Source: an optimization exercise on an open RTL-to-GDS flow (aim: small area). Production flows keep margins and buffers that such runs may drop.
RTL that was checked went through simulation tests only; none was proved equivalent to the original.
Power figures rest on the tool's default switching activity, not on a simulated workload.

==> inputs of 09-07 <==
Design matmul_top, start of the top module:
module matmul_top (
    input  logic clk,
    input  logic reset,
    input  logic [7:0] weight_in,
    input  logic [7:0] act_in,
    input  logic read_req,
    output logic read_ack,
    output logic [7:0] out_data,
    output logic out_valid
);
make LEC_CHECK=0 ABC_AREA=1 CAP_MARGIN=20 CORE_MARGIN=2 CORE_UTILIZATION=65 CTS_BUF_LIST=sky130_fd_sc_hd__clkbuf_8 CTS_CLUSTER_DIAMETER=55 CTS_CLUSTER_SIZE=20 SLEW_MARGIN=20 finish   # period 8.0 ns
run.sh (not shown) runs the stock make flow with config.mk's settings and CLKGATE_MAP_FILE= SYNTH_SCRIPT=/design/flow/synth_recipe.tcl, a recipe that flattens the netlist after the stock synthesis.
==> 12-18 (differences from 09-07) <==
Settings changed: CORE_UTILIZATION 65 to 55, CTS_BUF_LIST sky130_fd_sc_hd__clkbuf_8 to sky130_fd_sc_hd__clkbuf_4, CTS_CLUSTER_DIAMETER 55 to default, CTS_CLUSTER_SIZE 20 to default, GPL_TIMING_DRIVEN from default to 0.
==> results_dict.tcl <==
set metrics [dict create \
    outcome "no timing/DRC/antenna violations" \
    nClkBuffers 478 \
    use_met1_pct 23.4 \
    power_frac_seq_pct 52.4 \
    cpMaxStageDelayCell "clkbuf_1" \
    dr_wl_met2_mm 29.1 \
    endpoint "g_row[0].u_row.ring[67]" \
    core_area_um2 67300 \
    die_area_um2 70100 \
    instances_no_fill 4288 \
    design_area_um2 42800 \
    multi_input_area_share_pct 21.2 \
]
the above is filed under 12-18

==> results_dict.tcl <==
set metrics [dict create \
    instances_no_fill 3695 \
    multiInputGateArea_um2 9090 \
    syn-num-nets 3063 \
    cpMaxStageDelayCell "inv_1" \
    sequentialPower_uw 8860 \
    design_area_um2 40100 \
    multi_input_area_share_pct 22.7 \
    outcome "no timing/DRC/antenna violations" \
    power_frac_seq_pct 61.2 \
    cp_cell_sequence "buf_4 -> inv_1 -> o22ai_1 -> nand2_1 -> o21ai_0 -> fa_1 -> fa_1 -> fa_1 -> fa_1 -> fa_1 -> fa_1 -> fa_1 -> fa_1 -> inv_1 -> fa_1 -> ha_1 -> ha_1 -> ha_1 -> ha_1 -> ha_1 -> ha_1 -> xnor2_1" \
    holdBufCountCts 0 \
    synth-adder-area-share_pct 9.01 \
    endpoint "g_row[2].u_row.ring[67]" \
    die_area_um2 59500 \
    core_area_um2 56600 \
]
the above is filed under 09-07

No run of this note included a check of the RTL's function; only the layout flow was run.

========
==> run a: inputs <==
matmul_top, a different RTL version from the one above (not shown whole).
==> module matmul_top, before the edit <==
module matmul_top (
    input  logic clk,
    input  logic reset,
    input  logic [7:0] weight_in,
    input  logic [7:0] act_in,
    input  logic read_req,
    output logic read_ack,
    output logic [7:0] out_data,
    output logic out_valid
);
    localparam logic [2:0] st_idle = 3'd0;
    localparam logic [2:0] st_drain = 3'd1;
    localparam logic [2:0] st_capture = 3'd2;
    localparam logic [2:0] st_ack = 3'd3;
    localparam logic [2:0] st_stream = 3'd4;
    logic [1:0] slice;
    logic [2:0] state;
    logic end_seen;
    logic [5:0] cnt;        
    logic [1:0] frem;       
    logic late;             
    logic late_next;
    logic flush, capture, fresh, inj, stream_done;
    assign flush = (slice == 2'd3);
    assign capture = (state == st_capture);
    assign read_ack = (state == st_ack);
    assign fresh = (frem != 2'd0);
    assign inj = capture | (cnt == 6'd1) | (cnt == 6'd2) | (cnt == 6'd3);
    assign out_valid = (cnt[5:1] != 5'd0);
    assign stream_done = (cnt == 6'd0);
    always_ff @(posedge clk) begin
        if (reset || capture) begin
            slice <= 2'd0;
        end else begin
            slice <= slice + 2'd1;
        end
    end
    always_ff @(posedge clk) begin
        if (reset) begin
            state <= st_idle;
            end_seen <= 1'b0;
        end else begin
            case (state)
                st_idle: if (read_req) state <= st_drain;
                st_drain: if (flush && end_seen) state <= st_capture;
                st_capture: state <= st_ack;
                st_ack: if (!read_req) state <= st_stream;
                st_stream: if (stream_done) state <= st_idle;
                default: state <= st_idle;
            endcase
            if (state == st_idle) begin
                end_seen <= flush;
            end else if (state == st_drain && flush) begin
                end_seen <= 1'b1;
            end
        end
    end
    always_ff @(posedge clk) begin
        if (reset) begin
            cnt <= 6'd0;
        end else if (capture) begin
            cnt <= 6'd1;
        end else if (cnt == 6'd0 || cnt == 6'd49) begin
            cnt <= 6'd0;
        end else begin
            cnt <= cnt + 6'd1;
        end
    end
    always_ff @(posedge clk) begin
        if (reset) begin
            frem <= 2'd2;
        end else if (capture) begin
            frem <= 2'd1;
        end else if (flush && frem != 2'd0) begin
            frem <= frem - 2'd1;
        end
    end
    always_ff @(posedge clk) begin
        late <= late_next;
    end
    logic [7:0] nblk;
    logic [7:0] ncap;
    always_ff @(posedge clk) begin
        if (flush) begin
            nblk <= fresh ? 8'd1 : nblk + 8'd1;
        end
        if (capture) begin
            ncap <= nblk;
        end
    end
    logic [8:0] wdec;
    logic [8:0] wl1, wl2, wl3;
    logic [11:0][2:0] wcur;
    logic [7:0] d1, d2, d3;
    logic [7:0] act;
    logic [7:0] act_d4;
    weight_unpack u_unpack (
        .packed_byte (weight_in),
        .weights     (wdec)
    );
    always_ff @(posedge clk) begin
        wl1 <= wdec;
        wl2 <= wl1;
        wl3 <= wl2;
        d1 <= act_in;
        d2 <= d1;
        d3 <= d2;
        act_d4 <= d3;
    end
    always_ff @(posedge clk) begin
        if (flush) begin
            wcur <= {wdec, wl1, wl2, wl3};
        end
    end
    assign late_next = capture | (late & ~flush);
    always_ff @(posedge clk) begin
        act <= late_next ? act_d4 : d3;
    end
    logic [11:0][16:0] head;
    genvar r, k;
    generate
        for (r = 0; r < 12; r++) begin : g_row
            mac_row u_row (
                .clk   (clk),
                .w     (wcur[r]),
                .act   (act),
                .fresh (fresh),
                .head  (head[r])
            );
        end
    endgenerate
    logic [45:1][7:0] conv;
    generate
        for (k = 1; k < 45; k++) begin : g_conv
            if (k % 4 == 1) begin : g_inj
                always_ff @(posedge clk) begin
                    conv[k] <= inj ? head[k / 4][16:9] : conv[k + 1];
                end
            end else begin : g_shift
                always_ff @(posedge clk) begin
                    conv[k] <= conv[k + 1];
                end
            end
        end
    endgenerate
    always_ff @(posedge clk) begin
        conv[45] <= head[11][16:9];
    end
    always_ff @(posedge clk) begin
        out_data <= conv[1] - ncap;
    end
endmodule
clock: 8.0 ns
lec_check: 0
abc_area: 1
cap_margin: 20
core_margin: 2
core_utilization: 65
cts_buf_list: sky130_fd_sc_hd__clkbuf_8
cts_cluster_diameter: 50
cts_cluster_size: 20
slew_margin: 20
==> inputs of run b, as changes to run a <==
--- a/flow/design.v
+++ b/flow/design.v
@@ -374,10 +374,12 @@
     localparam logic [2:0] st_capture = 3'd2;
     localparam logic [2:0] st_ack = 3'd3;
     localparam logic [2:0] st_stream = 3'd4;
+    logic [9:0] cyc;        
     logic [1:0] slice;
+    logic [7:0] nblk;       
     logic [2:0] state;
     logic end_seen;
-    logic [5:0] cnt;        
+    logic busy;             
     logic [1:0] frem;       
     logic late;             
     logic late_next;
@@ -386,14 +388,27 @@
     assign capture = (state == st_capture);
     assign read_ack = (state == st_ack);
     assign fresh = (frem != 2'd0);
-    assign inj = capture | (cnt == 6'd1) | (cnt == 6'd2) | (cnt == 6'd3);
-    assign out_valid = (cnt[5:1] != 5'd0);
-    assign stream_done = (cnt == 6'd0);
+    assign slice = cyc[1:0];
+    assign nblk = cyc[9:2];
+    assign inj = capture | (busy & (cyc[9:2] == 8'd0) & (cyc[1:0] != 2'd3));
+    assign out_valid = busy & (cyc != 10'd0);
+    assign stream_done = ~busy;
     always_ff @(posedge clk) begin
-        if (reset || capture) begin
-            slice <= 2'd0;
+        if (reset) begin
+            cyc <= {8'hff, 2'd0};
+        end else if (capture) begin
+            cyc <= 10'd0;
         end else begin
-            slice <= slice + 2'd1;
+            cyc <= cyc + 10'd1;
+        end
+    end
+    always_ff @(posedge clk) begin
+        if (reset) begin
+            busy <= 1'b0;
+        end else if (capture) begin
+            busy <= 1'b1;
+        end else if (cyc == 10'd48) begin
+            busy <= 1'b0;
         end
     end
     always_ff @(posedge clk) begin
@@ -418,17 +433,6 @@
     end
     always_ff @(posedge clk) begin
         if (reset) begin
-            cnt <= 6'd0;
-        end else if (capture) begin
-            cnt <= 6'd1;
-        end else if (cnt == 6'd0 || cnt == 6'd49) begin
-            cnt <= 6'd0;
-        end else begin
-            cnt <= cnt + 6'd1;
-        end
-    end
-    always_ff @(posedge clk) begin
-        if (reset) begin
             frem <= 2'd2;
         end else if (capture) begin
             frem <= 2'd1;
@@ -439,12 +443,8 @@
     always_ff @(posedge clk) begin
         late <= late_next;
     end
-    logic [7:0] nblk;
     logic [7:0] ncap;
     always_ff @(posedge clk) begin
-        if (flush) begin
-            nblk <= fresh ? 8'd1 : nblk + 8'd1;
-        end
         if (capture) begin
             ncap <= nblk;
         end
==> flow/flow/run.sh (new file) <==
#!/bin/bash
set -euo pipefail
export CTS_ARGS="-sink_clustering_enable -repair_clock_nets -buf_list sky130_fd_sc_hd__clkbuf_4 -sink_clustering_size 12 -sink_clustering_max_diameter 35 -dont_use_dummy_load"
export BUFFER_PORTS_ARGS="-buffer_cell sky130_fd_sc_hd__buf_1"
bash standard.sh > standard_flow.log 2>&1
==> flow/standard.sh (new file) <==
#!/bin/bash
# synth_recipe.tcl (not shown) runs the flow's synth.tcl, then flattens the netlist and writes it again
# the make line also repeats each setting of config.mk as NAME=value (left out here)
make -C /OpenROAD-flow-scripts/flow DESIGN_CONFIG=/design/flow/config.mk WORK_HOME=/design/flow/orfs CLKGATE_MAP_FILE= SYNTH_SCRIPT=/design/flow/synth_recipe.tcl "${@:-finish}"
CTS_BUF_LIST = default   (was sky130_fd_sc_hd__clkbuf_8)
CTS_CLUSTER_DIAMETER = default   (was 50)
CTS_CLUSTER_SIZE = default   (was 20)
GPL_TIMING_DRIVEN = 0   (was default)
removed: flow/run.sh
==> run notes <==
Outcome: run a no timing/DRC/antenna violations; run b no timing/DRC/antenna violations
Worst setup slack before clock tree synthesis: run a 1.221 ns; run b 0.2456 ns
Switching portion of total power: run a 0.2711; run b 0.2807
Number of non-clock inverters: run a 299; run b 304
Sequential cell area: run a 0.02691 sq mm; run b 0.02673 sq mm
Clock root buffer master: run a sky130_fd_sc_hd__clkbuf_8; run b sky130_fd_sc_hd__clkbuf_4
Count of plain and timing-repair buffers: run a 42; run b 96
Portion of total power attributed to sequential cells: run a 0.627; run b 0.631
TritonCTS Buffers: run a 87; run b 149
Met3 Use GR: run a 0.03711; run b 0.05253
Routed via count: run a 17357; run b 17991
Post-layout minimum cycle time: run a 6.772 ns; run b 7.493 ns
Fraction of synthesized cell area taken by the top area cell type: run a 0.6880; run b 0.6945
Via/cell ratio: run a 4.789; run b 4.901
Req. time, crit path: run a 8.62 ns; run b 8.83 ns
Post-layout instance area: run a 0.03955 sq mm; run b 0.03878 sq mm
Initial drt markers: run a 837; run b 1290
Number of tapcells: run a 756; run b 748
Area overhead of the layout relative to synthesis: run a 7.378%; run b 6.006%

separate check: timing with driven ports:
In the flow no input, the clock included, has a driving cell. The finished layouts below were timed again as built, in two steps. Step 1, drivers: a clkbuf_16 drives clk and a buf_2 each remaining input, both assumed. Step 2, shift: input delay + t, output delay - t, t = (earliest + latest rising clock arrival at the registers) / 2. This alone moves slack from input paths to output paths. Slacks: ideal ports / drivers / drivers and shift; pairs: ideal ports / drivers.
run | shift t [ns] | setup slack, ns | clock arrival spread, ns | worst data-port slew with drivers (ns)
09-07 | 0.748 | 1.492 / 1.492 / 1.233 | 0.028 / 0.029 | 0.04
12-18 | 1.090 | 0.374 / 0.374 / 0.374 | 0.127 / 0.127 | 0.04
run a | 0.737 | 1.228 / 1.228 / 1.228 | 0.031 / 0.030 | 0.05
run b | 0.996 | 0.507 / 0.507 / 0.507 | 0.129 / 0.129 | 0.03
After both steps every run listed still meets setup and hold. For 09-07, which loses most, drivers alone change the setup slack by 0.000 ns; drivers and shift together by -0.259 ns.
